Source: an optimization exercise on an open RTL-to-GDS flow (aim: small area). Production flows keep margins and buffers that such runs may drop. Only simulation tests tie the RTL to the original design; equivalence was not proved. No activity file was given, so power comes from the tool's default toggle rates.

**flow/design.v**
```verilog
package alu_pkg;
  localparam int DATA_W   = 32;
  localparam int REG_AW   = 5;
  localparam int NUM_REGS = 1 << REG_AW;
  typedef enum logic [2:0] {
    ALU_ADD = 3'd0,
    ALU_SUB = 3'd1,
    ALU_AND = 3'd2,
    ALU_OR  = 3'd3,
    ALU_SLT = 3'd4
  } alu_sel_e;
  typedef enum logic {
    ST_EMPTY = 1'b0,
    ST_FULL  = 1'b1
  } issue_state_e;
  function automatic logic [NUM_REGS-1:0] addr_mask(input logic [REG_AW-1:0] a);
    addr_mask    = '0;
    addr_mask[a] = 1'b1;
  endfunction
endpackage
module alu_hold
(
  input  logic w,
  input  logic nw,
  input  logic d,
  input  logic q,
  output logic y
);
  assign y = (w & d) | (nw & q);
endmodule
module alu_rd3
(
  input  logic [2:0] s,
  input  logic [2:0] d,
  output logic       y
);
  assign y = ~((s[0] & d[0]) | (s[1] & d[1]) | (s[2] & d[2]));
endmodule
module alu_rd1
(
  input  logic s,
  input  logic d,
  output logic y
);
  assign y = ~(s & d);
endmodule
module alu_rdor
(
  input  logic [10:0] yn,
  output logic        y
);
  assign y = ~&yn;
endmodule
import alu_pkg::*;
module alu_operand_stage
(
  input  logic              clk,
  input  logic              rst,
  input  logic              in_valid,
  output logic              in_ready,
  input  logic [2:0]        in_sel,
  input  logic [REG_AW-1:0] in_rs,
  input  logic [REG_AW-1:0] in_rt,
  input  logic [REG_AW-1:0] in_rd,
  output logic              out_valid,
  input  logic              out_ready,
  output logic [DATA_W-1:0] out_a,
  output logic [DATA_W-1:0] out_b,
  output logic [2:0]        out_sel,
  output logic [REG_AW-1:0] out_rd,
  input  logic              wb_en,
  input  logic [REG_AW-1:0] wb_addr,
  input  logic [DATA_W-1:0] wb_data,
  output logic [15:0]       stall_cnt
);
  localparam int OUT_W = 2 * DATA_W + 3 + REG_AW;
  logic [NUM_REGS-1:1][DATA_W-1:0] mem, mem_d;
  logic [NUM_REGS-1:1] valid, pending;
  logic [NUM_REGS-1:1] wsel, nwsel, sel_a, sel_b, dec_rs, dec_rt, dec_rd, dec_wb;
  logic [DATA_W-1:0]   rd_a, rd_b;
  logic [OUT_W-1:0]    out_q, out_d, out_n;
  logic                hazard, slot_free, accept, nacc;
  always_comb begin
    for (int i = 1; i < NUM_REGS; i++) begin
      dec_rs[i] = (in_rs   == REG_AW'(i));
      dec_rt[i] = (in_rt   == REG_AW'(i));
      dec_rd[i] = (in_rd   == REG_AW'(i));
      dec_wb[i] = (wb_addr == REG_AW'(i));
    end
  end
  assign wsel  = dec_wb & {(NUM_REGS-1){wb_en}};
  assign nwsel = ~wsel;
  for (genvar i = 1; i < NUM_REGS; i++) begin : g_reg
    for (genvar j = 0; j < DATA_W; j++) begin : g_bit
      alu_hold u_hold (.w(wsel[i]), .nw(nwsel[i]), .d(wb_data[j]), .q(mem[i][j]),
                       .y(mem_d[i][j]));
    end
  end
  always_ff @(posedge clk) mem <= mem_d;
  always_ff @(posedge clk) begin
    if (rst) valid <= '0;
    else     valid <= valid | wsel;
  end
  assign sel_a = dec_rs & valid;
  assign sel_b = dec_rt & valid;
  for (genvar j = 0; j < DATA_W; j++) begin : g_rd
    logic [10:0] pa, pb;
    for (genvar k = 0; k < 10; k++) begin : g_grp
      alu_rd3 u_a (.s(sel_a[3*k+3:3*k+1]),
                   .d({mem[3*k+3][j], mem[3*k+2][j], mem[3*k+1][j]}), .y(pa[k]));
      alu_rd3 u_b (.s(sel_b[3*k+3:3*k+1]),
                   .d({mem[3*k+3][j], mem[3*k+2][j], mem[3*k+1][j]}), .y(pb[k]));
    end
    alu_rd1  u_a31 (.s(sel_a[31]), .d(mem[31][j]), .y(pa[10]));
    alu_rd1  u_b31 (.s(sel_b[31]), .d(mem[31][j]), .y(pb[10]));
    alu_rdor u_ora (.yn(pa), .y(rd_a[j]));
    alu_rdor u_orb (.yn(pb), .y(rd_b[j]));
  end
  assign hazard    = |(dec_rs & pending) | |(dec_rt & pending) |
                     (|(dec_rd & pending) & ~(wb_en && wb_addr == in_rd));
  assign slot_free = ~out_valid | out_ready;
  assign in_ready  = slot_free & ~hazard & ~rst;
  assign accept    = in_valid & in_ready;
  assign nacc      = ~accept;
  always_ff @(posedge clk) begin
    if (rst) begin
      out_valid <= 1'b0;
      pending   <= '0;
      stall_cnt <= '0;
    end else begin
      out_valid <= accept | (out_valid & ~out_ready);
      pending <= (pending & ~wsel) | (dec_rd & {(NUM_REGS-1){accept}});
      if (in_valid && slot_free && hazard && stall_cnt != 16'hFFFF)
        stall_cnt <= stall_cnt + 16'd1;
    end
  end
  assign out_n = {rd_a, rd_b, in_sel, in_rd};
  for (genvar j = 0; j < OUT_W; j++) begin : g_out
    alu_hold u_hold (.w(accept), .nw(nacc), .d(out_n[j]), .q(out_q[j]), .y(out_d[j]));
  end
  always_ff @(posedge clk) out_q <= out_d;
  assign {out_a, out_b, out_sel, out_rd} = out_q;
endmodule
```
**flow/run.sh**
```bash
#!/bin/bash
# synth_recipe.tcl (not shown) runs the flow's synth.tcl, then flattens the netlist and writes it again
# the make line also repeats each setting of config.mk as NAME=value (left out here)
make -C /OpenROAD-flow-scripts/flow DESIGN_CONFIG=/design/flow/config.mk WORK_HOME=/design/flow/orfs CLKGATE_MAP_FILE= SYNTH_SCRIPT=/design/flow/synth_recipe.tcl finish
```
**flow/config.mk**
```make
export PLATFORM = sky130hd
export DESIGN_NAME = alu_operand_stage
export DESIGN_NICKNAME = alu_operand_stage
export VERILOG_FILES = /design/flow/design.v
export SDC_FILE = /design/flow/constraint.sdc
export NUM_CORES = 4
export LEC_CHECK = 0
export CAP_MARGIN = 20
export CORE_MARGIN = 2
export CORE_UTILIZATION = 40
export SLEW_MARGIN = 20
export SYNTH_HIERARCHICAL = 1
export SYNTH_MINIMUM_KEEP_SIZE = 0
```
**flow/constraint.sdc**
```tcl
create_clock -name core_clock -period 5.5 [get_ports {clk}]
set_input_delay 1.1000 -clock core_clock [delete_from_list [all_inputs] [get_ports {clk}]]
set_output_delay 1.1000 -clock core_clock [all_outputs]
set_load 0.01 [all_outputs]
```
==> results.tsv, run 1 <==
stage	metric	value	unit
logic_synthesis	synth_edf_count	0	
logic_synthesis	synth-async-reset-ratio	0	%
placed_design	place_ws	144	ps
sta	hold_violations	0	
route	via_per_inst	7.76	
die	ios	150	
sta	max_slew_margin	8.75	%
grt	antenna_found_initial	9	
worst_setup_path	cp-end-kind	primary output	
worst_setup_path	start_kind	input pin	
cells_and_area	finalNonFillerCells	5675	
clock_tree	post_cts_buffers	0	
sta	layout_setup_ws	186	ps
cells_and_area	fill_cells	9753	
worst_setup_path	worstPathArrival	4210	ps
logic_synthesis	synth.distinct_cells	67	
clock_tree	clock_latency	750	ps
clock_tree	cts.sinks	1143	
cells_and_area	drive_gt1_share	11.1	%
worst_setup_path	rr_startpoint	pending[24]	
route	vias	44000	
route	drtAntennaViolNets	0	
worst_setup_path	crit_end	in_ready	
clock_tree	clockBufferDepth	3	
sta	worst_slew_pin_slew	1370	ps
route	drt_iter0_markers	9667	
pwr	p_leak	21.1	nW
sta	setup_tns	0	ps
route	finalWirelength	214000	um
grt	grt_pass1_vias	41700	
clock_tree	path_clk_slew	60	ps
worst_setup_path	critPathLaunch	in_rs[3]	
worst_setup_path	crit_fanout	11	
sta	finalCritPeriodShare	96.6	%
worst_setup_path	path_class	input pin to primary output	
grt	grt_first_pass_wirelength	301000	um
worst_setup_path	r2r_end	pending[12]	
pwr	powerDensity	402	mW/mm^2
clock_tree	root_buffer	clkbuf_16	
hold_path	hold_path.class	register to register	
placed_design	io_buffers	149	
sta	slew_violations	0	
cells_and_area	syn_to_final_growth	19.6	%
job	cap_violations	0	
worst_setup_path	ff2ff_path_depth	8	
sta	holdWs	464	ps
die	num_rows	121	
die	fp.dieW	335	um
worst_setup_path	worstPathRequired	4400	ps
clock_tree	cts_tree	done	
clock_tree	cts_buffers	117	
placed_design	gp_congestion	0.971	
route	wl_per_cell	37.8	um
placed_design	placed_cells	5453	
outcome	outcome	complete, no violations	
logic_synthesis	synth.yosys.seq_area_share	52.1	%
route	drc_errors	0	
worst_setup_path	r2r_setup_slack	2000	ps
cells_and_area	num-nets-final	4220	
die	core_area	0.109	mm^2
route	dr.pass1.iters	13	
pwr	total_power	21.1	mW
die	start_util	40.4	%
clock_tree	htree_levels	3	
sta	fin_skew	47.5	ps
cells_and_area	seqCellArea	0.0229	mm^2
cells_and_area	layout_commonest_cell	dfxtp_1	
sta	max_freq	188	MHz
logic_synthesis	ys.flop_type	dfxtp_1	
sta	rsz0062_at_grt	false	
pwr	vdd_drop_max	0.273	mV
cells_and_area	final_cell_mix	1143 x dfxtp_1, 1067 x a22o_1, 640 x a222oi_1	
die	die_y	335	um
cells_and_area	multi_input_area	0.0209	mm^2
logic_synthesis	syn_area_per_cell	11.6	um^2
sta	setup_viol	0	
logic_synthesis	ys_warn_count	7	
logic_synthesis	syn_area	0.0439	mm^2
logic_synthesis	syn_nets	3843	
grt	grt_max_degree	97	
grt	grt.overflow.total	0	
sta	min_period	5310	ps
placed_design	hpwl	118000	um
logic_synthesis	netlist_instances	3782	
logic_synthesis	synth_seq_cells	1143	
grt	grt_usage	36.3	%
die	dieArea	0.112	mm^2
-- routing by layer --
metal / global-route usage (%) / share of wire [%] / vias to the layer above
met5: 0.0868 / 0.024 / -
met4: 24.3 / 7.9 / 8
li1: - / - / 17700
met1: 47.0 / 37 / 21300
met3: 11.8 / 15 / 980
met2: 51.3 / 40 / 3972
-- cell usage after synthesis, drive strengths merged, types with 8 or more instances --
cell type / n / share of area [%]
clkbuf: 31 / 0.26
and2: 8 / 0.11
inv: 41 / 0.35
nand3: 85 / 0.98
nand3b: 42 / 0.72
a222oi: 640 / 15
a21oi: 10 / 0.11
mux2: 16 / 0.41
a22o: 1067 / 21
nand4: 142 / 2.0
o21ai: 28 / 0.32
nor2: 98 / 0.84
and3: 70 / 1.0
nor2b: 26 / 0.37
or3: 67 / 0.95
nor3: 17 / 0.19
o31ai: 10 / 0.19
dfxtp: 1143 / 52
nand2b: 15 / 0.21
nand2: 121 / 1.0
buf: 18 / 0.24
-- per-module statistics from Yosys, one instance, submodules excluded --
module,times used,flip-flops and latches,cells
alu_rd1,64,0,1
alu_rdor,64,0,4
alu_hold,1064,0,1
alu_operand_stage,1,1143,1758
alu_rd3,640,0,1
-- cell families after synthesis --
kind of cell | after synthesis | share of synthesized area, %
buf+inv | 90 | 0.854
xor+xnor | 5 | 0.0997
flops | 1143 | 52.1
mux | 24 | 0.621
compound gates | 1795 | 37.3
fa+ha+maj | 1 | 0.0285
simple gates | 724 | 9.06
-- power by group --
part           internal (mW)  switching (mW)  total, mW
Combinational           1.07           0.688       1.75
Sequential              9.75            1.15       10.9
Clock                   4.92            3.56       8.48
-- area by class of cell --
type / count / share of cell area [%]
flip-flops and latches: 1143 / 43.5
diodes: 4 / 0.0190
clock inverters: 57 / 1.43
inverters: 41 / 0.295
multi-input cells: 2549 / 39.7
clock buffers: 160 / 6.30
repair buffers: 307 / 5.38
well taps: 1414 / 3.37
-- through the flow --
stage	cell area, um^2	util [%]
2_1_floorplan	43900	-
3_3_place_gp	48400	44.5
3_5_place_dp	48500	44.5
4_1_cts	52500	48.2
5_1_grt	52600	48.3
6_report	52600	48.3
-- how the worst min path moves through the flow --
stage | start | end | slack, ps | cells past startpoint
finish | out_q[7] | out_q[7] | 460 | 1
global route | out_q[38] | out_q[38] | 470 | 1
CTS | out_q[38] | out_q[38] | 470 | 1
detailed placement | out_q[0] | out_q[0] | 450 | 1
global placement | out_q[22] | out_q[22] | 450 | 1
floorplan | valid[10] | valid[10] | 450 | 2
-- repair_timing --
action,CTS,global route
gates resized for setup,0,1
setup endpoints to repair,0,1
hold endpoints to repair,0,0
hold buffers,0,0
-- state kept, by name, indices dropped and copies added (netlist names) --
signal / cells
valid: 31
mem: 992
out_q: 72
stall_cnt: 16
out_valid: 1
pending: 31
-- critical path: stages --
cell and delay (ps):
clkdlybuf4s50_1 560, and2_1 360, a22o_1 280, a32oi_1 160
nand4_1 160, or4b_1 520, a211oi_2 330, and3b_1 210
clkdlybuf4s50_1 530
==> run 2: changes to the inputs <==
==> flow/flow/run.sh (new file) <==
#!/bin/bash
set -e
cp standard.sh standard_sh.txt
export CTS_ARGS="-sink_clustering_enable -repair_clock_nets -dont_use_dummy_load -buf_list {sky130_fd_sc_hd__clkbuf_4 sky130_fd_sc_hd__clkbuf_8}"
bash standard.sh > standard.log 2>&1
==> flow/standard.sh (new file) <==
#!/bin/bash
# synth_recipe.tcl (not shown) runs the flow's synth.tcl, then flattens the netlist and writes it again
# the make line also repeats each setting of config.mk as NAME=value (left out here)
make -C /OpenROAD-flow-scripts/flow DESIGN_CONFIG=/design/flow/config.mk WORK_HOME=/design/flow/orfs CLKGATE_MAP_FILE= SYNTH_SCRIPT=/design/flow/synth_recipe.tcl "${@:-finish}"
removed: flow/run.sh
==> results.tsv, run 2 <==
stage	metric	value	unit	change
clock_tree	path_clk_slew	60	ps	about the same
logic_synthesis	yosys.area.top_type_share	52.1	%	unchanged
grt	antenna_found_initial	10		+1
pwr	vdd_drop_max	0.171	mV	-38%
cells_and_area	fin_util	46.9	%	-1.4 points
route	via_per_inst	7.80		+0.56%
route	drt_iter0_markers	9482		-1.9%
worst_setup_path	cpMaxStageDelayCell	clkdlybuf4s50_1		
placed_design	io_buffers	149		unchanged
placed_design	dpl-instance-area	0.0485	mm^2	unchanged
die	core_area	0.109	mm^2	unchanged
grt	grt_first_pass_wirelength	301000	um	about the same
placed_design	gp_congestion	0.971		unchanged
grt	grt_usage	36.4	%	+0.092 points
logic_synthesis	synth_edf_count	0		unchanged
sta	min_period	5290	ps	-27.7 ps
worst_setup_path	ff2ff_path_depth	8		unchanged
logic_synthesis	ys.flop_type	dfxtp_1		
cells_and_area	syn_to_final_growth	16.3	%	
hold_path	hold_path.class	register to register		
sta	slew_violations	0		unchanged
sta	fin_skew	126	ps	+78.1 ps
cells_and_area	largest_reg_flops	992		unchanged
sta	layout_setup_ws	213	ps	+27.7 ps
grt	grt_pass1_vias	41900		+0.47%
cells_and_area	drive_gt1_share	11.0	%	-0.11 points
logic_synthesis	syn_area	0.0439	mm^2	unchanged
logic_synthesis	ys_warn_count	7		unchanged
logic_synthesis	yosys-top-cells-area	dfxtp_1 52%, a22o_1 21%, a222oi_1 15%, nand4_1 2.0%, nand2_1 1.0%		
logic_synthesis	syn_nets	3843		unchanged
logic_synthesis	synth_common_cells	1143 x dfxtp_1, 1067 x a22o_1, 640 x a222oi_1		
clock_tree	cts_tree	done		
logic_synthesis	synth-async-reset-ratio	0	%	unchanged
clock_tree	clockBufferDepth	3		unchanged
worst_setup_path	r2r_setup_slack	1930	ps	-70 ps
grt	grt_max_degree	97		unchanged
worst_setup_path	crit_chain	clkdlybuf4s50_1, buf_4, and3b_1, a32o_1, a311oi_1, nand3_1, a2111o_1, a211oi_2, and3b_1, clkdlybuf4s50_1		
worst_setup_path	worstPathArrival	4190	ps	-20 ps
cells_and_area	num-nets-final	4290		+1.7%
clock_tree	root_buffer	clkbuf_8		
sta	finalCritPeriodShare	96.1	%	-0.50 points
sta	hold_violations	0		unchanged
route	wl_per_cell	38.0	um	+0.55%
route	dr.pass1.iters	12		-1
worst_setup_path	crit_fanout	11		unchanged
logic_synthesis	synth.yosys.seq_area_share	52.1	%	unchanged
cells_and_area	finalInstanceArea	0.0511	mm^2	-2.8%
placed_design	place_ws	144	ps	unchanged
worst_setup_path	path_class	input pin to primary output		
cells_and_area	final_cell_mix	1143 x dfxtp_1, 1067 x a22o_1, 640 x a222oi_1		
clock_tree	clock_latency	910	ps	+160 ps
route	vias	44000		+0.025%
logic_synthesis	synth_seq_cells	1143		unchanged
placed_design	hpwl	118000	um	unchanged
die	ios	150		unchanged
sta	setup_tns	0	ps	unchanged
cells_and_area	regMostFlops	mem		
grt	grt.overflow.total	0		unchanged
sta	setup_viol	0		unchanged
die	start_util	40.4	%	unchanged
job	cap_violations	0		unchanged
logic_synthesis	synth.distinct_cells	67		unchanged
cells_and_area	layout_commonest_cell	dfxtp_1		
logic_synthesis	syn_area_per_cell	11.6	um^2	unchanged
clock_tree	ctsHoldBuffers	0		unchanged
worst_setup_path	crit_path_max_incr_delay	620	ps	+60 ps
route	finalWirelength	214000	um	about the same
sta	max_freq	189	MHz	+0.52%
pwr	p_leak	20.4	nW	-3.1%
clock_tree	cts.sinks	1143		unchanged
cells_and_area	top_regs	mem: 992 flops, out_q: 72 flops		
die	dieArea	0.112	mm^2	unchanged
logic_synthesis	yosysMostFrequentCell	dfxtp_1		
route	drtAntennaViolNets	0		unchanged
worst_setup_path	cp-end-kind	primary output		
outcome	outcome	complete, no violations		
sta	worst_slew_pin_slew	1390	ps	+19.1 ps
sta	holdWs	464	ps	-0.592 ps
die	fp.dieW	335	um	unchanged
hold_path	hold_depth	1		unchanged
sta	max_slew_margin	7.48	%	-1.3 points
pwr	powerDensity	368	mW/mm^2	-8.4%
worst_setup_path	start_kind	input pin		
route	drc_errors	0		unchanged
clock_tree	cts_buffers	187		+60%
clock_tree	post_cts_buffers	0		unchanged
logic_synthesis	synth.largest_area_cell	dfxtp_1		
die	num_rows	121		unchanged
die	die_y	335	um	unchanged
sta	rsz0062_at_grt	false		
worst_setup_path	worstPathRequired	4400	ps	about the same
logic_synthesis	netlist_instances	3782		unchanged
clock_tree	htree_levels	4		+1
run 2: repair_timing:
item,in CTS,in global routing
resized for setup,0,1
setup endpoints to repair,0,1
hold endpoints to repair,0,0
run 2: path summary, 6_finish.rpt:
check / from / to
worst max-delay path: in_rt[3] / in_ready
worst min-delay path: out_q[7] / out_q[7]
worst max register to register: pending[24] / pending[12]
worst min register to register: out_q[7] / out_q[7]
run 2: final cells by class:
| class | count | area [um^2] |
|---|---|---|
| fillers | 9945 | 57800 |
| flip-flops and latches | 1143 | 22900 |
| well taps | 1414 | 1770 |
| inverters | 41 | 155 |
| multi-input cells | 2549 | 20900 |
| clock buffers | 187 | 2570 |
| diodes | 4 | 10.0 |
| repair buffers | 307 | 2830 |
run 2: worst max-delay path: cells and delay by family:
family                 cells  cell delay (ps)
buffers and inverters      3             1440
AO/OA/AOI/OAI              4             1140
AND/OR/NAND/NOR            3              500
run 2: report_power, final:
group | switching [mW] | leakage (nW) | internal [mW]
sequential | 1.15 | 9.48 | 9.76
combinational | 0.687 | 9.60 | 1.07
clock | 3.17 | 1.34 | 2.98
run 2: per-stage QoR:
step | instances | power [mW]
floorplan | 3782 | 12.0
global placement | 5452 | 12.6
detailed placement | 5453 | 12.7
CTS | 5640 | 18.7
global route | 5643 | 19.5
finish | 5645 | 18.8
run 2: cell families (layout without fill, tap and decap cells):
group / Yosys count / after routing / share of synthesized area [%]
AOI/OAI and AO/OA: 1795 / 1795 / 37.3
buffers and inverters: 90 / 535 / 0.854
other: 0 / 4 / 0
and+or+nand+nor: 724 / 724 / 9.06
xor gates and xnor gates: 5 / 5 / 0.0997
muxes: 24 / 24 / 0.621
adders and majority gates: 1 / 1 / 0.0285
DFF: 1143 / 1143 / 52.1
run 2: Yosys stat by module, one instance, submodules excluded:
| module | times used | cells |
|---|---|---|
| alu_operand_stage | 1 | 1758 |
| alu_rdor | 64 | 4 |
| alu_rd3 | 640 | 1 |
| alu_hold | 1064 | 1 |
| alu_rd1 | 64 | 1 |
run 2: metal layers:
metal	global-route usage (%)	share of wire (%)
met4	24.9	7.7
met2	51.1	40
met1	46.6	37
met3	12.6	15
met5	0.347	0.052
==> run 3: changes to the inputs <==
==> flow/flow/run.sh (replaced) <==
#!/bin/bash
set -e
export CTS_ARGS="-sink_clustering_enable -repair_clock_nets -dont_use_dummy_load -sink_clustering_size 20 -sink_clustering_max_diameter 120 -buf_list {sky130_fd_sc_hd__clkbuf_16}"
export BUFFER_PORTS_ARGS="-inputs -outputs -buffer_cell sky130_fd_sc_hd__buf_2"
bash standard.sh > standard.log 2>&1
==> results.tsv, run 3 <==
stage	metric	value	unit	change
outcome	outcome	complete, no violations		
logic_synthesis	synth.largest_area_cell	dfxtp_1		
grt	grt_pass1_vias	39900		-4.7%
clock_tree	ctsHoldBuffers	0		unchanged
sta	worst_slew_pin_slew	1310	ps	-79.1 ps
cells_and_area	seqCellArea	0.0229	mm^2	unchanged
worst_setup_path	cp-end-kind	primary output		
logic_synthesis	syn_nets	3843		unchanged
route	wl_per_cell	38.4	um	+1.1%
grt	grt_first_pass_wirelength	294000	um	-2.3%
sta	fin_skew	45.8	ps	-79.7 ps
cells_and_area	finalInstanceArea	0.0491	mm^2	-3.8%
cells_and_area	top_regs	mem: 992 flops, out_q: 72 flops		
logic_synthesis	synth.distinct_cells	67		unchanged
die	die_y	335	um	unchanged
clock_tree	ctsResizeCount	0		unchanged
clock_tree	clock_latency	680	ps	-230 ps
cells_and_area	regMostFlops	mem		
die	ios	150		unchanged
worst_setup_path	worstPathArrival	3510	ps	-680 ps
sta	setup_tns	0	ps	unchanged
logic_synthesis	netlist_instances	3782		unchanged
sta	max_freq	217	MHz	+15%
clock_tree	cts_tree	done		
clock_tree	htree_levels	3		-1
logic_synthesis	yosys-top-cells-area	dfxtp_1 52%, a22o_1 21%, a222oi_1 15%, nand4_1 2.0%, nand2_1 1.0%		
route	drt_iter0_markers	10000		+5.7%
logic_synthesis	synth-async-reset-ratio	0	%	unchanged
clock_tree	post_cts_buffers	0		unchanged
hold_path	hold_path.class	register to register		
pwr	powerDensity	358	mW/mm^2	-2.8%
logic_synthesis	syn_area	0.0439	mm^2	unchanged
grt	grt_usage	35.6	%	-0.80 points
cells_and_area	fill_cells	10000		+0.93%
sta	max_slew_margin	12.7	%	+5.3 points
logic_synthesis	syn_area_per_cell	11.6	um^2	unchanged
grt	antenna_found_initial	4		-6
cells_and_area	largest_reg_flops	992		unchanged
logic_synthesis	ys.flop_type	dfxtp_1		
worst_setup_path	start_kind	input pin		
cells_and_area	layout_commonest_cell	dfxtp_1		
route	drtAntennaViolNets	0		unchanged
logic_synthesis	yosys.area.top_type_share	52.1	%	unchanged
cells_and_area	final_cell_mix	1143 x dfxtp_1, 1067 x a22o_1, 640 x a222oi_1		
clock_tree	clockBufferDepth	3		unchanged
placed_design	place_ws	869	ps	+725 ps
logic_synthesis	synth.yosys.seq_area_share	52.1	%	unchanged
die	start_util	40.4	%	unchanged
cells_and_area	num-nets-final	4142		-3.4%
sta	hold_violations	0		unchanged
route	via_per_inst	7.90		+1.3%
clock_tree	path_clk_slew	80	ps	+20 ps
sta	slew_violations	0		unchanged
cells_and_area	multi_input_area	0.0209	mm^2	about the same
worst_setup_path	path_class	input pin to primary output		
pwr	p_leak	20.0	nW	-2.3%
die	dieArea	0.112	mm^2	unchanged
grt	grt_max_degree	93		-4.1%
clock_tree	cts_buffers	67		-64%
route	dr.pass1.iters	13		+1
pwr	total_power	17.6	mW	-6.6%
sta	layout_setup_ws	885	ps	+672 ps
sta	rsz0062_at_grt	false		
cells_and_area	drive_gt1_share	11.5	%	+0.55 points
placed_design	gp_congestion	0.940		-3.2%
die	fp.dieW	335	um	unchanged
die	num_rows	121		unchanged
logic_synthesis	yosysMostFrequentCell	dfxtp_1		
route	vias	43400		-1.4%
sta	min_period	4610	ps	-672 ps
job	cap_violations	0		unchanged
logic_synthesis	synth_seq_cells	1143		unchanged
sta	finalCritPeriodShare	83.9	%	-12 points
worst_setup_path	worstPathRequired	4400	ps	about the same
placed_design	io_buffers	149		unchanged
placed_design	dpl-instance-area	0.0474	mm^2	-2.1%
placed_design	hpwl	119000	um	+0.98%
clock_tree	cts.sinks	1143		unchanged
worst_setup_path	crit_fanout	24		+13
die	core_area	0.109	mm^2	unchanged
clock_tree	root_buffer	clkbuf_16		
cells_and_area	syn_to_final_growth	11.8	%	
logic_synthesis	synth_edf_count	0		unchanged
sta	setup_viol	0		unchanged
logic_synthesis	synth_common_cells	1143 x dfxtp_1, 1067 x a22o_1, 640 x a222oi_1		
route	drc_errors	0		unchanged
pwr	vdd_drop_max	0.214	mV	+26%
logic_synthesis	ys_warn_count	7		unchanged
grt	grt.overflow.total	0		unchanged
route	finalWirelength	211000	um	-1.5%
cells_and_area	fin_util	45.1	%	-1.8 points
run 3: changes by cell type in the layout (fill, tap and decap cells not counted), moves of 2 or more:
cell	before	now
clkbuf_8	187	0
buf_2	2	149
clkdlybuf4s50_1	147	0
clkbuf_16	0	67
buf_4	144	126
buf_12	12	4
and3_2	56	61
inv_2	1	5
and3_1	12	9
and3_4	2	0
clkinv_1	10	8
diode_2	4	6
inv_1	29	27
run 3: cell type report:
type	count	share of cell area (%)
diodes	6	0.0306
clock buffers	67	3.41
inverters	41	0.316
multi-input cells	2549	42.4
flip-flops and latches	1143	46.6
well taps	1414	3.60
repair buffers	279	3.61
run 3: critical path, stage by stage:
cell and delay [ps]:
buf_2 330, mux2_2 380, a32o_1 250, a311oi_1 270, nand3_1 130, a2111o_1 440, a211oi_2 270, and3b_1 200
buf_2 130
run 3: logic make-up after synthesis:
group / after synthesis / synth area share, %
AOI/OAI and AO/OA: 1795 / 37.3
xor gates and xnor gates: 5 / 0.0997
adders and majority gates: 1 / 0.0285
buffers and inverters: 90 / 0.854
DFF: 1143 / 52.1
muxes: 24 / 0.621
and+or+nand+nor: 724 / 9.06
run 3: modules after synthesis, one instance, submodules excluded:
module | flops+latches | cells inside | area (um^2) | copies in the design
alu_operand_stage | 1143 | 1758 | 26400 | 1
alu_rdor | 0 | 4 | 23.8 | 64
alu_rd1 | 0 | 1 | 3.75 | 64
alu_rd3 | 0 | 1 | 10.0 | 640
alu_hold | 0 | 1 | 8.76 | 1064
run 3: per-stage QoR:
step	cells	hold slack, ps
2_1_floorplan	3782	446
3_3_place_gp	5426	449
6_report	5499	466
3_5_place_dp	5426	452
5_1_grt	5493	483
4_1_cts	5493	471
run 3: final timing paths:
| check | from | endpoint | slack (ps) | cells after the start |
|---|---|---|---|---|
| hold reg to reg | out_q[44] | out_q[44] | 470 | 1 |
| setup reg to reg | pending[21] | out_q[43] | 1970 | 11 |
| hold / removal | out_q[44] | out_q[44] | 470 | 1 |
| setup / recovery | in_rs[4] | in_ready | 890 | 9 |
run 3: power by group:
part           leakage, nW  internal, mW  switching, mW
sequential            9.48          9.73           1.14
combinational         9.66         0.999          0.673
clock                0.826          2.18           2.84
total                 20.0          12.9           4.66
run 3: per-layer routing:
| layer | track usage [%] | vias to the layer above | wire, um |
|---|---|---|---|
| li1 | - | 17500 | - |
| met1 | 47.6 | 21100 | 79000 |
| met2 | 48.9 | 4045 | 83200 |
| met3 | 11.8 | 825 | 33400 |
| met4 | 22.2 | 4 | 15500 |
| met5 | 1.17 | - | 149 |
==> run 4: changes to the inputs <==
==> flow/flow/run.sh (replaced) <==
#!/bin/bash
set -e
export CTS_ARGS="-sink_clustering_enable -repair_clock_nets -dont_use_dummy_load -sink_clustering_size 12 -sink_clustering_max_diameter 120 -buf_list {sky130_fd_sc_hd__clkbuf_8}"
export BUFFER_PORTS_ARGS="-inputs -outputs -buffer_cell sky130_fd_sc_hd__buf_2"
bash standard.sh > standard.log 2>&1
--- a/flow/config.mk
+++ b/flow/config.mk
@@ -9,3 +9,4 @@
 export CORE_MARGIN = 2
-export CORE_UTILIZATION = 40
+export CORE_UTILIZATION = 55
+export PLACE_DENSITY = 0.7
 export SLEW_MARGIN = 20
==> results.tsv, run 4 <==
stage	metric	value	unit	change
cells_and_area	final_cell_mix	1143 x dfxtp_1, 1067 x a22o_1, 640 x a222oi_1		
clock_tree	clockBufferDepth	3		unchanged
logic_synthesis	synth_edf_count	0		unchanged
route	vias	43600		+0.33%
worst_setup_path	critPathLaunch	in_rs[4]		
hold_path	hold_depth	1		unchanged
logic_synthesis	syn_nets	3843		unchanged
sta	min_period	4500	ps	-116 ps
sta	finalCritPeriodShare	81.8	%	-2.1 points
logic_synthesis	yosysMostFrequentCell	dfxtp_1		
route	dr.pass1.iters	22		+9
grt	grt_usage	46.8	%	+11 points
logic_synthesis	synth_seq_cells	1143		unchanged
die	start_util	55.6	%	+15 points
die	core_area	0.0790	mm^2	-27%
die	num_rows	103		-15%
sta	rsz0062_at_grt	false		
die	ios	150		unchanged
outcome	outcome	complete, no violations		
logic_synthesis	synth_common_cells	1143 x dfxtp_1, 1067 x a22o_1, 640 x a222oi_1		
sta	max_freq	222	MHz	+2.6%
sta	worst_slew_pin_slew	1410	ps	+97.6 ps
grt	antenna_found_initial	11		+7
clock_tree	clock_latency	800	ps	+120 ps
route	drc_errors	0		unchanged
grt	grt_first_pass_wirelength	284000	um	-3.1%
die	dieArea	0.0821	mm^2	-27%
placed_design	placed_cells	5022		-7.4%
cells_and_area	syn_to_final_growth	9.63	%	
cells_and_area	finalNonFillerCells	5138		-6.6%
sta	holdWs	468	ps	+2.77 ps
worst_setup_path	path_class	input pin to primary output		
sta	fin_skew	79.1	ps	+33.3 ps
worst_setup_path	crit_fanout	24		unchanged
route	wl_per_cell	39.1	um	+1.8%
cells_and_area	regMostFlops	mem		
clock_tree	htree_levels	3		unchanged
logic_synthesis	ys.flop_type	dfxtp_1		
placed_design	hpwl	111000	um	-6.6%
logic_synthesis	synth.yosys.seq_area_share	52.1	%	unchanged
route	via_per_inst	8.48		+7.4%
route	drt_iter0_markers	10800		+7.5%
worst_setup_path	cp-end-kind	primary output		
sta	setup_tns	0	ps	unchanged
clock_tree	root_buffer	clkbuf_8		
logic_synthesis	synth.largest_area_cell	dfxtp_1		
clock_tree	cts.sinks	1143		unchanged
logic_synthesis	synth.distinct_cells	67		unchanged
worst_setup_path	start_kind	input pin		
sta	hold_violations	0		unchanged
clock_tree	cts_tree	done		
cells_and_area	finalInstanceArea	0.0482	mm^2	-2.0%
worst_setup_path	worstPathArrival	3400	ps	-110 ps
placed_design	dpl-instance-area	0.0466	mm^2	-1.7%
logic_synthesis	yosys.area.top_type_share	52.1	%	unchanged
worst_setup_path	worstPathRequired	4400	ps	about the same
clock_tree	ctsResizeCount	0		unchanged
sta	max_slew_margin	6.25	%	-6.5 points
worst_setup_path	rr_startpoint	pending[24]		
logic_synthesis	synth-async-reset-ratio	0	%	unchanged
sta	slew_violations	0		unchanged
sta	layout_setup_ws	1000	ps	+116 ps
placed_design	gp_congestion	0.990		+5.3%
job	cap_violations	0		unchanged
placed_design	io_buffers	149		unchanged
cells_and_area	drive_gt1_share	11.4	%	-0.15 points
route	drtAntennaViolNets	0		unchanged
pwr	p_leak	19.7	nW	-1.3%
logic_synthesis	syn_area	0.0439	mm^2	unchanged
worst_setup_path	ff2ff_path_depth	10		-1
cells_and_area	fin_util	61.0	%	+16 points
worst_setup_path	r2r_setup_slack	1750	ps	-220 ps
clock_tree	path_clk_slew	80	ps	about the same
pwr	vdd_drop_max	0.195	mV	-8.7%
cells_and_area	largest_reg_flops	992		unchanged
placed_design	place_ws	708	ps	-160 ps
cells_and_area	fill_cells	6576		-34%
hold_path	hp-start	out_q[6]		
hold_path	holdPathEnd	out_q[6]		
worst_setup_path	r2r_end	out_q[41]		
logic_synthesis	netlist_instances	3782		unchanged
grt	grt.overflow.total	0		unchanged
route	finalWirelength	201000	um	-4.9%
die	die_y	287	um	-15%
hold_path	hold_path.class	register to register		
sta	setup_viol	0		unchanged
cells_and_area	layout_commonest_cell	dfxtp_1		
logic_synthesis	yosys-top-cells-area	dfxtp_1 52%, a22o_1 21%, a222oi_1 15%, nand4_1 2.0%, nand2_1 1.0%		
pwr	powerDensity	354	mW/mm^2	-1.1%
logic_synthesis	syn_area_per_cell	11.6	um^2	unchanged
clock_tree	ctsHoldBuffers	0		unchanged
pwr	total_power	17.0	mW	-3.0%
logic_synthesis	ys_warn_count	7		unchanged
clock_tree	cts_buffers	105		+57%
cells_and_area	top_regs	mem: 992 flops, out_q: 72 flops		
clock_tree	post_cts_buffers	0		unchanged
grt	grt_pass1_vias	40600		+1.9%
cells_and_area	num-nets-final	4142		unchanged
die	fp.dieW	287	um	-15%
grt	grt_max_degree	53		-43%
[run 4: kinds of logic after synthesis]
kind of cell	synth area share, %
AOI/OAI and AO/OA	37.3
DFF	52.1
and+or+nand+nor	9.06
buffers and inverters	0.854
muxes	0.621
xor gates and xnor gates	0.0997
adders and majority gates	0.0285
[run 4: how the worst max path moves through the flow]
stage	slack, ps	endpoint	cells after the start
finish	1000	in_ready	9
global route	840	in_ready	9
CTS	1010	in_ready	9
detailed placement	710	out_q[59]	12
global placement	740	out_q[59]	11
floorplan	400	out_q[0]	10
[run 4: worst max-delay path, cell delays in order]
cell and delay [ps]:
buf_2 330, mux2_2 390, a32o_1 250, a311oi_1 260, nand3_1 130, a2111o_1 410, a211oi_2 190, and3b_1 200
buf_2 130
[run 4: routing by layer]
layer	part of all wire (%)	GRT usage (%)	up-vias
met5	0.022	0.465	-
met4	8.6	33.8	6
met3	17	18.2	1030
met2	40	64.2	4274
met1	35	59.6	20800
li1	-	-	17500
[run 4: final cells by class]
class / count / area, um^2 / area share, %
antenna: 9 / 22.5 / 0.0468
inverter: 41 / 154 / 0.320
timing repair buffer: 241 / 1470 / 3.06
sequential: 1143 / 22900 / 47.5
tap: 1050 / 1310 / 2.73
clock buffer: 105 / 1450 / 3.00
multi-input combinational: 2549 / 20900 / 43.3
[run 4: Yosys stat by module, one instance, submodules excluded]
module | cells inside | flops+latches | copies in the design | cell area (um^2)
alu_rd1 | 1 | 0 | 64 | 3.75
alu_rdor | 4 | 0 | 64 | 23.8
alu_operand_stage | 1758 | 1143 | 1 | 26400
alu_hold | 1 | 0 | 1064 | 8.76
alu_rd3 | 1 | 0 | 640 | 10.0
[run 4: power by group]
part / switching, mW / internal (mW)
clock: 2.80 / 1.69
sequential: 1.14 / 9.73
combinational: 0.673 / 0.999
==> run 5: changes to the inputs <==
--- a/flow/design.v
+++ b/flow/design.v
@@ -118,4 +118,6 @@
   end
-  assign hazard    = |(dec_rs & pending) | |(dec_rt & pending) |
-                     (|(dec_rd & pending) & ~(wb_en && wb_addr == in_rd));
+  logic [NUM_REGS-1:0] pend_all;
+  assign pend_all  = {pending, 1'b0};
+  assign hazard    = pend_all[in_rs] | pend_all[in_rt] |
+                     (pend_all[in_rd] & ~(wb_en && wb_addr == in_rd));
   assign slot_free = ~out_valid | out_ready;
==> results.tsv, run 5 <==
stage	metric	value	unit	change
sta	rsz0062_at_grt	false		
placed_design	io_buffers	149		unchanged
sta	layout_setup_ws	1120	ps	+122 ps
outcome	outcome	complete, no violations		
cells_and_area	num-nets-final	4036		-2.6%
grt	grt.overflow.total	0		unchanged
sta	worst_slew_pin_slew	1340	ps	-70.4 ps
logic_synthesis	syn_nets	3738		-2.7%
clock_tree	cts_tree	done		
grt	grt_first_pass_wirelength	275000	um	-3.4%
logic_synthesis	synth.yosys.seq_area_share	52.5	%	+0.45 points
clock_tree	cts.sinks	1143		unchanged
placed_design	place_ws	1080	ps	+370 ps
worst_setup_path	worstPathRequired	4400	ps	about the same
die	core_area	0.0787	mm^2	-0.33%
logic_synthesis	synth_edf_count	0		unchanged
cells_and_area	syn_to_final_growth	9.61	%	about the same
route	vias	42500		-2.4%
sta	slew_violations	0		unchanged
pwr	switching_share	27.0	%	-0.073 points
route	via_per_inst	8.46		-0.28%
route	wl_per_cell	38.3	um	-2.0%
placed_design	hpwl	106000	um	-5.1%
die	fp.dieW	285	um	-0.42%
worst_setup_path	cp-end-kind	primary output		
sta	setup_viol	0		unchanged
route	drc_errors	0		unchanged
route	drtAntennaViolNets	0		unchanged
cells_and_area	drive_gt1_share	11.4	%	about the same
cells_and_area	fin_util	60.6	%	-0.33 points
placed_design	gp_congestion	0.976		-1.4%
logic_synthesis	synth.distinct_cells	51		-24%
worst_setup_path	path_class	input pin to primary output		
placed_design	dpl-instance-area	0.0462	mm^2	-0.87%
clock_tree	root_buffer	clkbuf_8		
clock_tree	htree_levels	3		unchanged
logic_synthesis	synth-async-reset-ratio	0	%	unchanged
worst_setup_path	crit_chain	buf_2, mux2_1, a221o_1, a311o_1, a32oi_1, o31a_2, nand2_1, nor2_1, buf_2		
route	drt_iter0_markers	10100		-6.3%
cells_and_area	top_regs	mem: 992 flops, out_q: 72 flops		
logic_synthesis	yosysMostFrequentCell	dfxtp_1		
logic_synthesis	syn_area	0.0436	mm^2	-0.85%
logic_synthesis	synth_common_cells	1143 x dfxtp_1, 1065 x a22o_1, 640 x a222oi_1		
sta	hold_violations	0		unchanged
grt	grt_max_degree	63		+19%
die	start_util	55.3	%	-0.29 points
pwr	combPwrFrac	9.7	%	about the same
sta	max_slew_margin	10.9	%	+4.7 points
clock_tree	path_clk_slew	70	ps	about the same
cells_and_area	regMostFlops	mem		
worst_setup_path	worstPathArrival	3280	ps	-120 ps
logic_synthesis	ys.flop_type	dfxtp_1		
die	dieArea	0.0815	mm^2	-0.84%
clock_tree	post_cts_buffers	0		unchanged
pwr	vdd_drop_max	0.218	mV	+12%
cells_and_area	final_cell_mix	1143 x dfxtp_1, 1065 x a22o_1, 640 x a222oi_1		
cells_and_area	largest_reg_flops	992		unchanged
grt	grt_pass1_vias	40200		-1.1%
sta	max_freq	228	MHz	+2.8%
sta	fin_skew	43.2	ps	-35.9 ps
worst_setup_path	cpMaxStageDelayCell	mux2_1		
clock_tree	cts_buffers	105		unchanged
job	cap_violations	0		unchanged
sta	setup_tns	0	ps	unchanged
logic_synthesis	yosys-top-cells-area	dfxtp_1 53%, a22o_1 21%, a222oi_1 15%, nand4_1 1.9%, nand2_1 1.0%		
logic_synthesis	synth_seq_cells	1143		unchanged
logic_synthesis	ys_warn_count	7		unchanged
cells_and_area	layout_commonest_cell	dfxtp_1		
clock_tree	ctsResizeCount	0		unchanged
pwr	powerDensity	357	mW/mm^2	+0.78%
route	dr.pass1.iters	14		-36%
clock_tree	clock_latency	790	ps	about the same
logic_synthesis	netlist_instances	3677		-2.8%
worst_setup_path	cp_common_cell	buf_2		
die	num_rows	103		unchanged
worst_setup_path	start_kind	input pin		
cells_and_area	finalInstanceArea	0.0477	mm^2	-0.87%
pwr	power.share.clock	26.4	%	about the same
clock_tree	clockBufferDepth	3		unchanged
cells_and_area	fill_cells	6542		-0.52%
grt	grt_usage	45.2	%	-1.7 points
pwr	p_sw	4.60	mW	-0.36%
worst_setup_path	crit_path_max_incr_delay	370	ps	-40 ps
grt	antenna_found_initial	13		+2
logic_synthesis	syn_area_per_cell	11.8	um^2	+2.0%
pwr	seqPwrFrac	63.9	%	about the same
route	finalWirelength	193000	um	-4.1%
die	ios	150		unchanged
sta	finalCritPeriodShare	79.6	%	-2.2 points
die	die_y	285	um	-0.42%
clock_tree	ctsHoldBuffers	0		unchanged
sta	min_period	4380	ps	-122 ps
hold_path	hold_path.class	register to register		
pwr	p_leak	19.6	nW	-0.48%
worst_setup_path	crit_fanout	18		-25%
logic_synthesis	synth.largest_area_cell	dfxtp_1		
logic_synthesis	yosys.area.top_type_share	52.5	%	+0.45 points
pwr	p_int	12.4	mW	about the same
[run 5: changes by cell type after synthesis, sizes merged, moves of 7 or more]
cell	before	now
nand3	85	75
nand4	142	131
o21ai	28	4
nor3	17	10
nor2b	26	12
nor2	98	82
mux4	1	17
mux2	16	8
nand2b	15	6
o31ai	10	38
[run 5: worst paths after layout]
check | end | cells after the start | from | slack (ps)
max | in_ready | 9 | in_rt[1] | 1120
min | out_q[16] | 1 | out_q[16] | 470
max reg2reg | out_q[5] | 10 | pending[3] | 2170
min reg2reg | out_q[16] | 1 | out_q[16] | 470
[run 5: final cells by class]
| cell class | count | area (um^2) | area share [%] |
|---|---|---|---|
| sequential | 1143 | 22900 | 47.9 |
| clock buffer | 105 | 1450 | 3.03 |
| multi-input combinational | 2454 | 20500 | 42.9 |
| antenna | 5 | 12.5 | 0.0262 |
| inverter | 37 | 139 | 0.291 |
| tap | 1050 | 1310 | 2.75 |
| timing repair buffer | 234 | 1450 | 3.03 |
[run 5: modules after synthesis (local to each module, per instance)]
module             flops+latches  cells  copies in the design
alu_rd1                        0      1                    64
alu_hold                       0      1                  1064
alu_rd3                        0      1                   640
alu_rdor                       0      4                    64
alu_operand_stage           1143   1653                     1
[run 5: cell families after synthesis]
kind of cell | Yosys count | share of synthesized area, %
adders and majority gates | 1 | 0.0287
muxes | 34 | 1.29
xor gates and xnor gates | 5 | 0.101
DFF | 1143 | 52.5
AOI/OAI and AO/OA | 1780 | 37.3
and+or+nand+nor | 634 | 7.95
buffers and inverters | 80 | 0.744
[run 5: power groups by stage]
stage          Clock [mW]  Sequential [mW]  Combinational [mW]
6_report             4.50             10.9                1.66
5_1_grt              4.77             11.0                1.80
4_1_cts              4.45             10.8                1.63
3_5_place_dp            0             11.0                1.63
3_3_place_gp            0             10.9                1.55
2_1_floorplan           0             10.7                1.24
[run 5: worst max-delay path, delay by kind of cell]
kind                   cells  cell delay [ps]
AOI/OAI and AO/OA          4             1140
buffers and inverters      2              490
muxes                      1              370
and+or+nand+nor            2              170
[run 5: through the flow]
stage	instances	total power, mW	hold WS, ps
CTS	5021	16.9	471
detailed placement	4916	12.6	448
floorplan	3677	11.9	446
global placement	4916	12.5	450
global route	5024	17.6	493
finish	5028	17.0	468
[run 5: routing by layer]
layer	vias to the layer above	global-route usage (%)	wire length, um
met5	-	0.233	185
met2	4198	62.5	76500
met3	938	17.1	32600
met1	20300	57.9	67700
li1	17100	-	-
met4	12	31.3	15500
==> run 6: changes to the inputs <==
==> flow/flow/run.sh (replaced) <==
#!/bin/bash
set -e
export CTS_ARGS="-sink_clustering_enable -repair_clock_nets -dont_use_dummy_load -sink_clustering_size 25 -sink_clustering_max_diameter 120 -buf_list {sky130_fd_sc_hd__clkbuf_16}"
export BUFFER_PORTS_ARGS="-inputs -outputs -buffer_cell sky130_fd_sc_hd__buf_2"
bash standard.sh > standard.log 2>&1
==> results.tsv, run 6 <==
stage	metric	value	unit	change
logic_synthesis	yosysMostFrequentCell	dfxtp_1		
route	via_per_inst	8.46		about the same
grt	grt_usage	44.7	%	-0.43 points
pwr	combPwrFrac	9.8	%	about the same
worst_setup_path	worstPathRequired	4400	ps	about the same
cells_and_area	num-nets-final	3981		-1.4%
clock_tree	post_cts_buffers	0		unchanged
route	wl_met2	75700	um	-1.0%
cells_and_area	fill_cells	6535		-0.11%
sta	max_slew_margin	9.80	%	-1.1 points
cells_and_area	final_cell_mix	1143 x dfxtp_1, 1065 x a22o_1, 640 x a222oi_1		
pwr	total_power	16.8	mW	-1.2%
logic_synthesis	syn_area_per_cell	11.8	um^2	unchanged
logic_synthesis	netlist_instances	3677		unchanged
cells_and_area	finalInstanceArea	0.0475	mm^2	-0.41%
clock_tree	clock_latency	680	ps	-110 ps
placed_design	gp_congestion	0.976		unchanged
sta	hold_violations	0		unchanged
route	wl_per_cell	38.3	um	+0.11%
cells_and_area	regMostFlops	mem		
grt	grt_max_degree	63		unchanged
logic_synthesis	syn_nets	3738		unchanged
sta	min_period	4380	ps	+0.310 ps
route	top_layer	met5		
sta	slew_violations	0		unchanged
die	core_area	0.0787	mm^2	unchanged
route	wl_met3	31500	um	-3.5%
worst_setup_path	cp-end-kind	primary output		
outcome	outcome	complete, no violations		
route	drtAntennaViolNets	0		unchanged
clock_tree	htree_levels	2		-1
logic_synthesis	synth_edf_count	0		unchanged
route	dr.pass1.iters	13		-1
cells_and_area	drive_gt1_share	10.2	%	-1.2 points
cells_and_area	finalNonFillerCells	4973		-1.1%
grt	antenna_found_initial	12		-1
clock_tree	cts_buffers	51		-51%
logic_synthesis	synth.yosys.seq_area_share	52.5	%	unchanged
route	drt_iter0_markers	10400		+3.2%
cells_and_area	layout_commonest_cell	dfxtp_1		
logic_synthesis	synth.distinct_cells	51		unchanged
logic_synthesis	syn_area	0.0436	mm^2	unchanged
clock_tree	ctsResizeCount	0		unchanged
pwr	switching_share	26.3	%	-0.72 points
placed_design	io_buffers	149		unchanged
job	cap_violations	0		unchanged
logic_synthesis	synth_seq_cells	1143		unchanged
sta	max_freq	228	MHz	about the same
logic_synthesis	yosys.area.top_type_share	52.5	%	unchanged
clock_tree	cts.sinks	1143		unchanged
sta	setup_tns	0	ps	unchanged
grt	grt.overflow.total	0		unchanged
cells_and_area	syn_to_final_growth	9.16	%	
logic_synthesis	synth_common_cells	1143 x dfxtp_1, 1065 x a22o_1, 640 x a222oi_1		
placed_design	placed_cells	4916		unchanged
logic_synthesis	ys_warn_count	7		unchanged
die	die_y	285	um	unchanged
placed_design	dpl-instance-area	0.0462	mm^2	unchanged
grt	grt_pass1_vias	39700		-1.2%
sta	layout_setup_ws	1120	ps	-0.310 ps
clock_tree	clockBufferDepth	3		unchanged
clock_tree	ctsHoldBuffers	0		unchanged
sta	fin_skew	33.5	ps	-9.61 ps
die	ios	150		unchanged
sta	finalCritPeriodShare	79.6	%	about the same
hold_path	hold_path.class	register to register		
logic_synthesis	synth.largest_area_cell	dfxtp_1		
cells_and_area	fin_util	60.4	%	-0.25 points
die	start_util	55.3	%	unchanged
sta	holdWs	474	ps	+5.62 ps
placed_design	hpwl	106000	um	unchanged
route	vias	42100		-1.0%
clock_tree	cts_tree	done		
route	drc_errors	0		unchanged
worst_setup_path	crit_fanout	18		unchanged
pwr	p_leak	19.5	nW	-0.64%
sta	worst_slew_pin_slew	1350	ps	+17.0 ps
pwr	p_sw	4.42	mW	-3.9%
clock_tree	root_buffer	clkbuf_16		
pwr	power.share.clock	25.5	%	-0.9 points
cells_and_area	multi_input_area	0.0205	mm^2	unchanged
pwr	p_int	12.4	mW	-0.26%
sta	rsz0062_at_grt	false		
cells_and_area	seqCellArea	0.0229	mm^2	unchanged
grt	grt_first_pass_wirelength	273000	um	-0.82%
pwr	vdd_drop_max	0.257	mV	+18%
sta	setup_viol	0		unchanged
cells_and_area	top_regs	mem: 992 flops, out_q: 72 flops		
die	num_rows	103		unchanged
logic_synthesis	yosys-top-cells-area	dfxtp_1 53%, a22o_1 21%, a222oi_1 15%, nand4_1 1.9%, nand2_1 1.0%		
pwr	powerDensity	354	mW/mm^2	-0.82%
worst_setup_path	path_class	input pin to primary output		
logic_synthesis	synth-async-reset-ratio	0	%	unchanged
worst_setup_path	start_kind	input pin		
route	finalWirelength	191000	um	-0.98%
die	fp.dieW	285	um	unchanged
clock_tree	path_clk_slew	90	ps	+20 ps
logic_synthesis	ys.flop_type	dfxtp_1		
route	wl_met1	68200	um	+0.65%
cells_and_area	largest_reg_flops	992		unchanged
die	dieArea	0.0815	mm^2	unchanged
placed_design	place_ws	1080	ps	unchanged
worst_setup_path	worstPathArrival	3280	ps	about the same
pwr	seqPwrFrac	64.6	%	+0.7 points
[run 6: cell counts after synthesis]
No cell type changed its count.
[run 6: cells by family after synthesis]
group | share of synthesized area (%)
DFF | 52.5
AOI/OAI and AO/OA | 37.3
muxes | 1.29
xor gates and xnor gates | 0.101
adders and majority gates | 0.0287
and+or+nand+nor | 7.95
buffers and inverters | 0.744
[run 6: final timing paths]
check	cells after the start	start	endpoint	slack [ps]
setup / recovery	9	in_rt[1]	in_ready	1120
setup reg to reg	10	pending[3]	out_q[5]	2140
hold / removal	1	out_q[16]	out_q[16]	470
hold reg to reg	1	out_q[16]	out_q[16]	470
[run 6: layout make-up]
class | instances | share of cell area (%)
well taps | 1050 | 2.76
clock buffers | 51 | 2.68
repair buffers | 233 | 2.99
multi-input cells | 2454 | 43.1
diodes | 5 | 0.0263
flip-flops and latches | 1143 | 48.1
inverters | 37 | 0.292
[run 6: power by group through the flow]
stage          combinational (mW)  sequential [mW]  clock [mW]
2_1_floorplan                1.24             10.7           0
3_3_place_gp                 1.55             10.9           0
3_5_place_dp                 1.63             11.0           0
4_1_cts                      1.63             10.8        4.28
5_1_grt                      1.80             11.0        4.56
6_report                     1.65             10.9        4.29
[run 6: modules after synthesis (local to each module, per instance)]
module             flip-flops and latches  times used  cell area (um^2)
alu_hold                                0        1064              8.76
alu_operand_stage                    1143           1             26100
alu_rd1                                 0          64              3.75
alu_rd3                                 0         640              10.0
alu_rdor                                0          64              23.8
[run 6: per-layer routing]
| layer | vias up | track usage, % |
|---|---|---|
| met5 | - | 0.407 |
| met4 | 6 | 30.5 |
| met3 | 893 | 16.6 |
| met2 | 4034 | 62.0 |
| met1 | 20100 | 57.6 |
| li1 | 17000 | - |
[run 6: worst max-delay path, cell delays in order]
cell and delay [ps]:
buf_2 350, mux2_1 370, a221o_1 290, a311o_1 350, a32oi_1 270, o31a_2 230
nand2_1 70, nor2_1 100, buf_2 140
==> run 7: changes to the inputs <==
==> flow/flow/run.sh (replaced) <==
#!/bin/bash
set -e
export CTS_ARGS="-sink_clustering_enable -repair_clock_nets -dont_use_dummy_load -sink_clustering_size 15 -sink_clustering_max_diameter 100 -buf_list {sky130_fd_sc_hd__clkbuf_8}"
export BUFFER_PORTS_ARGS="-inputs -outputs -buffer_cell sky130_fd_sc_hd__buf_1"
bash standard.sh > standard.log 2>&1
==> results.tsv, run 7 <==
stage	metric	value	unit	change
hold_path	holdPathEnd	out_q[67]		
worst_setup_path	critPathLaunch	in_rt[1]		
logic_synthesis	synth-async-reset-ratio	0	%	unchanged
logic_synthesis	synth.yosys.seq_area_share	52.5	%	unchanged
worst_setup_path	start_kind	input pin		
sta	min_period	4550	ps	+171 ps
sta	max_slew_margin	10.9	%	+1.1 points
logic_synthesis	netlist_instances	3677		unchanged
route	drtAntennaViolNets	0		unchanged
route	dr.pass1.iters	14		+1
clock_tree	root_buffer	clkbuf_8		
die	num_rows	103		unchanged
sta	setup_tns	0	ps	unchanged
clock_tree	clockBufferDepth	3		unchanged
grt	antenna_found_initial	10		-2
logic_synthesis	syn_area	0.0436	mm^2	unchanged
worst_setup_path	ff2ff_path_depth	10		unchanged
sta	rsz0062_at_grt	false		
worst_setup_path	crit_chain	buf_1, mux2_1, a221o_1, a311o_1, a32oi_1, o31a_2, nand2_1, nor2_1, buf_1		
cells_and_area	syn_to_final_growth	9.55	%	
sta	finalCritPeriodShare	82.7	%	+3.1 points
grt	grt.overflow.total	0		unchanged
cells_and_area	fin_util	60.6	%	+0.22 points
sta	max_freq	220	MHz	-3.8%
logic_synthesis	yosysMostFrequentCell	dfxtp_1		
worst_setup_path	rr_startpoint	pending[3]		
grt	grt_pass1_vias	39600		-0.25%
pwr	power.share.clock	24.6	%	-0.9 points
die	dieArea	0.0815	mm^2	unchanged
pwr	p_leak	19.2	nW	-1.4%
clock_tree	htree_levels	3		+1
grt	grt_max_degree	83		+32%
worst_setup_path	crit_fanout	10		-8
outcome	outcome	complete, no violations		
worst_setup_path	cp_common_cell	buf_1		
pwr	powerDensity	349	mW/mm^2	-1.4%
worst_setup_path	worstPathArrival	3450	ps	+170 ps
clock_tree	cts_tree	done		
die	core_area	0.0787	mm^2	unchanged
pwr	seqPwrFrac	65.3	%	+0.7 points
worst_setup_path	worst-path-buf-inv	2		unchanged
clock_tree	cts_buffers	86		+69%
sta	hold_violations	0		unchanged
clock_tree	cts.sinks	1143		unchanged
clock_tree	post_cts_buffers	0		unchanged
pwr	switching_share	27.1	%	+0.77 points
clock_tree	clock_latency	740	ps	+60 ps
worst_setup_path	r2r_end	out_q[47]		
die	start_util	55.3	%	unchanged
cells_and_area	drive_gt1_share	8.44	%	-1.7 points
sta	setup_viol	0		unchanged
hold_path	hold_path.class	register to register		
grt	grt_first_pass_wirelength	272000	um	-0.29%
logic_synthesis	synth.distinct_cells	51		unchanged
placed_design	gp_congestion	0.945		-3.2%
job	cap_violations	0		unchanged
cells_and_area	top_regs	mem: 992 flops, out_q: 72 flops		
sta	fin_skew	56.8	ps	+23.3 ps
route	vias	43000		+2.2%
cells_and_area	layout_commonest_cell	dfxtp_1		
die	fp.dieW	285	um	unchanged
sta	slew_violations	0		unchanged
pwr	total_power	16.6	mW	-1.0%
worst_setup_path	worstPathRequired	4400	ps	about the same
logic_synthesis	synth_seq_cells	1143		unchanged
worst_setup_path	crit_family	compound AO/OA/AOI/OAI gates		
clock_tree	ctsHoldBuffers	0		unchanged
hold_path	hold_depth	1		unchanged
worst_setup_path	r2r_setup_slack	2270	ps	+130 ps
logic_synthesis	syn_nets	3738		unchanged
worst_setup_path	cp-end-kind	primary output		
logic_synthesis	synth.largest_area_cell	dfxtp_1		
worst_setup_path	path_class	input pin to primary output		
logic_synthesis	synth_common_cells	1143 x dfxtp_1, 1065 x a22o_1, 640 x a222oi_1		
clock_tree	ctsResizeCount	0		unchanged
cells_and_area	regMostFlops	mem		
worst_setup_path	cpMaxStageDelayCell	buf_1		
grt	grt_usage	44.9	%	+0.14 points
sta	worst_slew_pin_slew	1340	ps	-16.3 ps
logic_synthesis	yosys.area.top_type_share	52.5	%	unchanged
logic_synthesis	yosys-top-cells-area	dfxtp_1 53%, a22o_1 21%, a222oi_1 15%, nand4_1 1.9%, nand2_1 1.0%		
pwr	vdd_drop_max	0.206	mV	-20%
hold_path	hp-start	out_q[67]		
worst_setup_path	crit_path_max_incr_delay	500	ps	+130 ps
route	via_per_inst	8.49		+0.35%
placed_design	io_buffers	149		unchanged
logic_synthesis	synth_edf_count	0		unchanged
cells_and_area	num-nets-final	4069		+2.2%
route	drt_iter0_markers	11000		+5.8%
route	wl_per_cell	38.1	um	-0.61%
pwr	p_int	12.1	mW	-2.0%
pwr	combPwrFrac	10.0	%	+0.2 points
pwr	p_sw	4.51	mW	+1.9%
cells_and_area	fill_cells	6521		-0.21%
route	finalWirelength	193000	um	+1.2%
die	die_y	285	um	unchanged
cells_and_area	final_cell_mix	1143 x dfxtp_1, 1065 x a22o_1, 640 x a222oi_1		
route	drc_errors	0		unchanged
logic_synthesis	syn_area_per_cell	11.8	um^2	unchanged
logic_synthesis	ys_warn_count	7		unchanged
cells_and_area	largest_reg_flops	992		unchanged
logic_synthesis	ys.flop_type	dfxtp_1		
die	ios	150		unchanged
clock_tree	path_clk_slew	90	ps	about the same
placed_design	hpwl	107000	um	+0.88%
## run 7: layout make-up
class | count | area (um^2) | area share (%)
Multi-Input combinational cell | 2454 | 20500 | 42.9
Timing Repair Buffer | 286 | 1680 | 3.52
Sequential cell | 1143 | 22900 | 48.0
Tap cell | 1050 | 1310 | 2.75
Clock buffer | 86 | 1180 | 2.48
Inverter | 37 | 139 | 0.291
Antenna cell | 10 | 25.0 | 0.0524
## run 7: cells by family after synthesis
kind of cell	Yosys count	share of synthesized area, %
xor gates and xnor gates	5	0.101
muxes	34	1.29
adders and majority gates	1	0.0287
buffers and inverters	80	0.744
and+or+nand+nor	634	7.95
AOI/OAI and AO/OA	1780	37.3
DFF	1143	52.5
## run 7: metal layers
| layer | up-vias | wire length (um) | GRT usage (%) |
|---|---|---|---|
| met5 | - | 42 | 0 |
| met4 | 6 | 16600 | 31.9 |
| met3 | 998 | 33200 | 16.0 |
| met2 | 4427 | 75400 | 61.7 |
| met1 | 20400 | 67800 | 58.2 |
| li1 | 17200 | - | - |
## run 7: per-module statistics from Yosys (local to each module, per instance)
module	cells inside	flip-flops and latches
alu_rd1	1	0
alu_hold	1	0
alu_operand_stage	1653	1143
alu_rdor	4	0
alu_rd3	1	0
## run 7: how the worst max path moves through the flow
| stage | to | slack (ps) | depth (start not counted) |
|---|---|---|---|
| 4_1_cts | in_ready | 960 | 9 |
| 5_1_grt | in_ready | 870 | 9 |
| 2_1_floorplan | out_q[0] | 800 | 10 |
| 6_report | in_ready | 950 | 9 |
| 3_5_place_dp | in_ready | 970 | 9 |
| 3_3_place_gp | in_ready | 990 | 9 |
## run 7: stage by stage
step	cell area [um^2]	instances	setup slack, ps	hold WS, ps
floorplan	43600	3677	796	446
global placement	46500	4968	988	450
detailed placement	46500	4968	972	453
CTS	47600	5054	961	478
global route	47700	5060	873	492
finish	47700	5066	951	474
## run 7: power by group through the flow
stage / Combinational, mW / Clock, mW / Sequential, mW
4_1_cts: 1.63 / 4.09 / 10.8
3_5_place_dp: 1.64 / 0 / 11.0
5_1_grt: 1.80 / 4.37 / 11.0
6_report: 1.67 / 4.10 / 10.9
3_3_place_gp: 1.56 / 0 / 10.9
2_1_floorplan: 1.24 / 0 / 10.7

[what the ideal ports hide]
In the flow no input, the clock included, has a driving cell. The finished layouts below were timed again as built, in two steps.
Step 1 (the two cells are an assumption about what drives the block):
set clk [get_ports {clk}]
set_driving_cell -lib_cell sky130_fd_sc_hd__clkbuf_16 $clk
set_driving_cell -lib_cell sky130_fd_sc_hd__buf_2 [delete_from_list [all_inputs] $clk]
Step 2 also shifts input and output timing later by t, the mid clock arrival at the registers, as if the neighbouring blocks saw the same clock.
Three values: no drivers, after step 1, after step 2; two values: the first two.
run | t (ns) | setup slack, ns | clock arrival spread, ns | slew at the worst register clock pin (ns)
run 1 | 0.792 | 0.186 / 0.165 / 0.052 | 0.049 / 0.048 | 0.07 / 0.07
run 2 | 0.912 | 0.213 / 0.191 / 0.191 | 0.127 / 0.127 | 0.07 / 0.07
run 3 | 0.730 | 0.885 / 0.857 / 0.792 | 0.054 / 0.053 | 0.10 / 0.10
run 4 | 0.826 | 1.001 / 0.980 / 0.595 | 0.079 / 0.079 | 0.10 / 0.10
run 5 | 0.823 | 1.123 / 1.099 / 1.010 | 0.059 / 0.059 | 0.09 / 0.09
run 6 | 0.731 | 1.123 / 1.099 / 0.996 | 0.034 / 0.034 | 0.11 / 0.11
run 7 | 0.782 | 0.951 / 0.926 / 0.764 | 0.058 / 0.058 | 0.10 / 0.10
After both steps setup and hold are still met in every run listed. For run 4, which loses most, drivers alone change the setup slack by -0.021 ns; drivers and shift together by -0.406 ns.
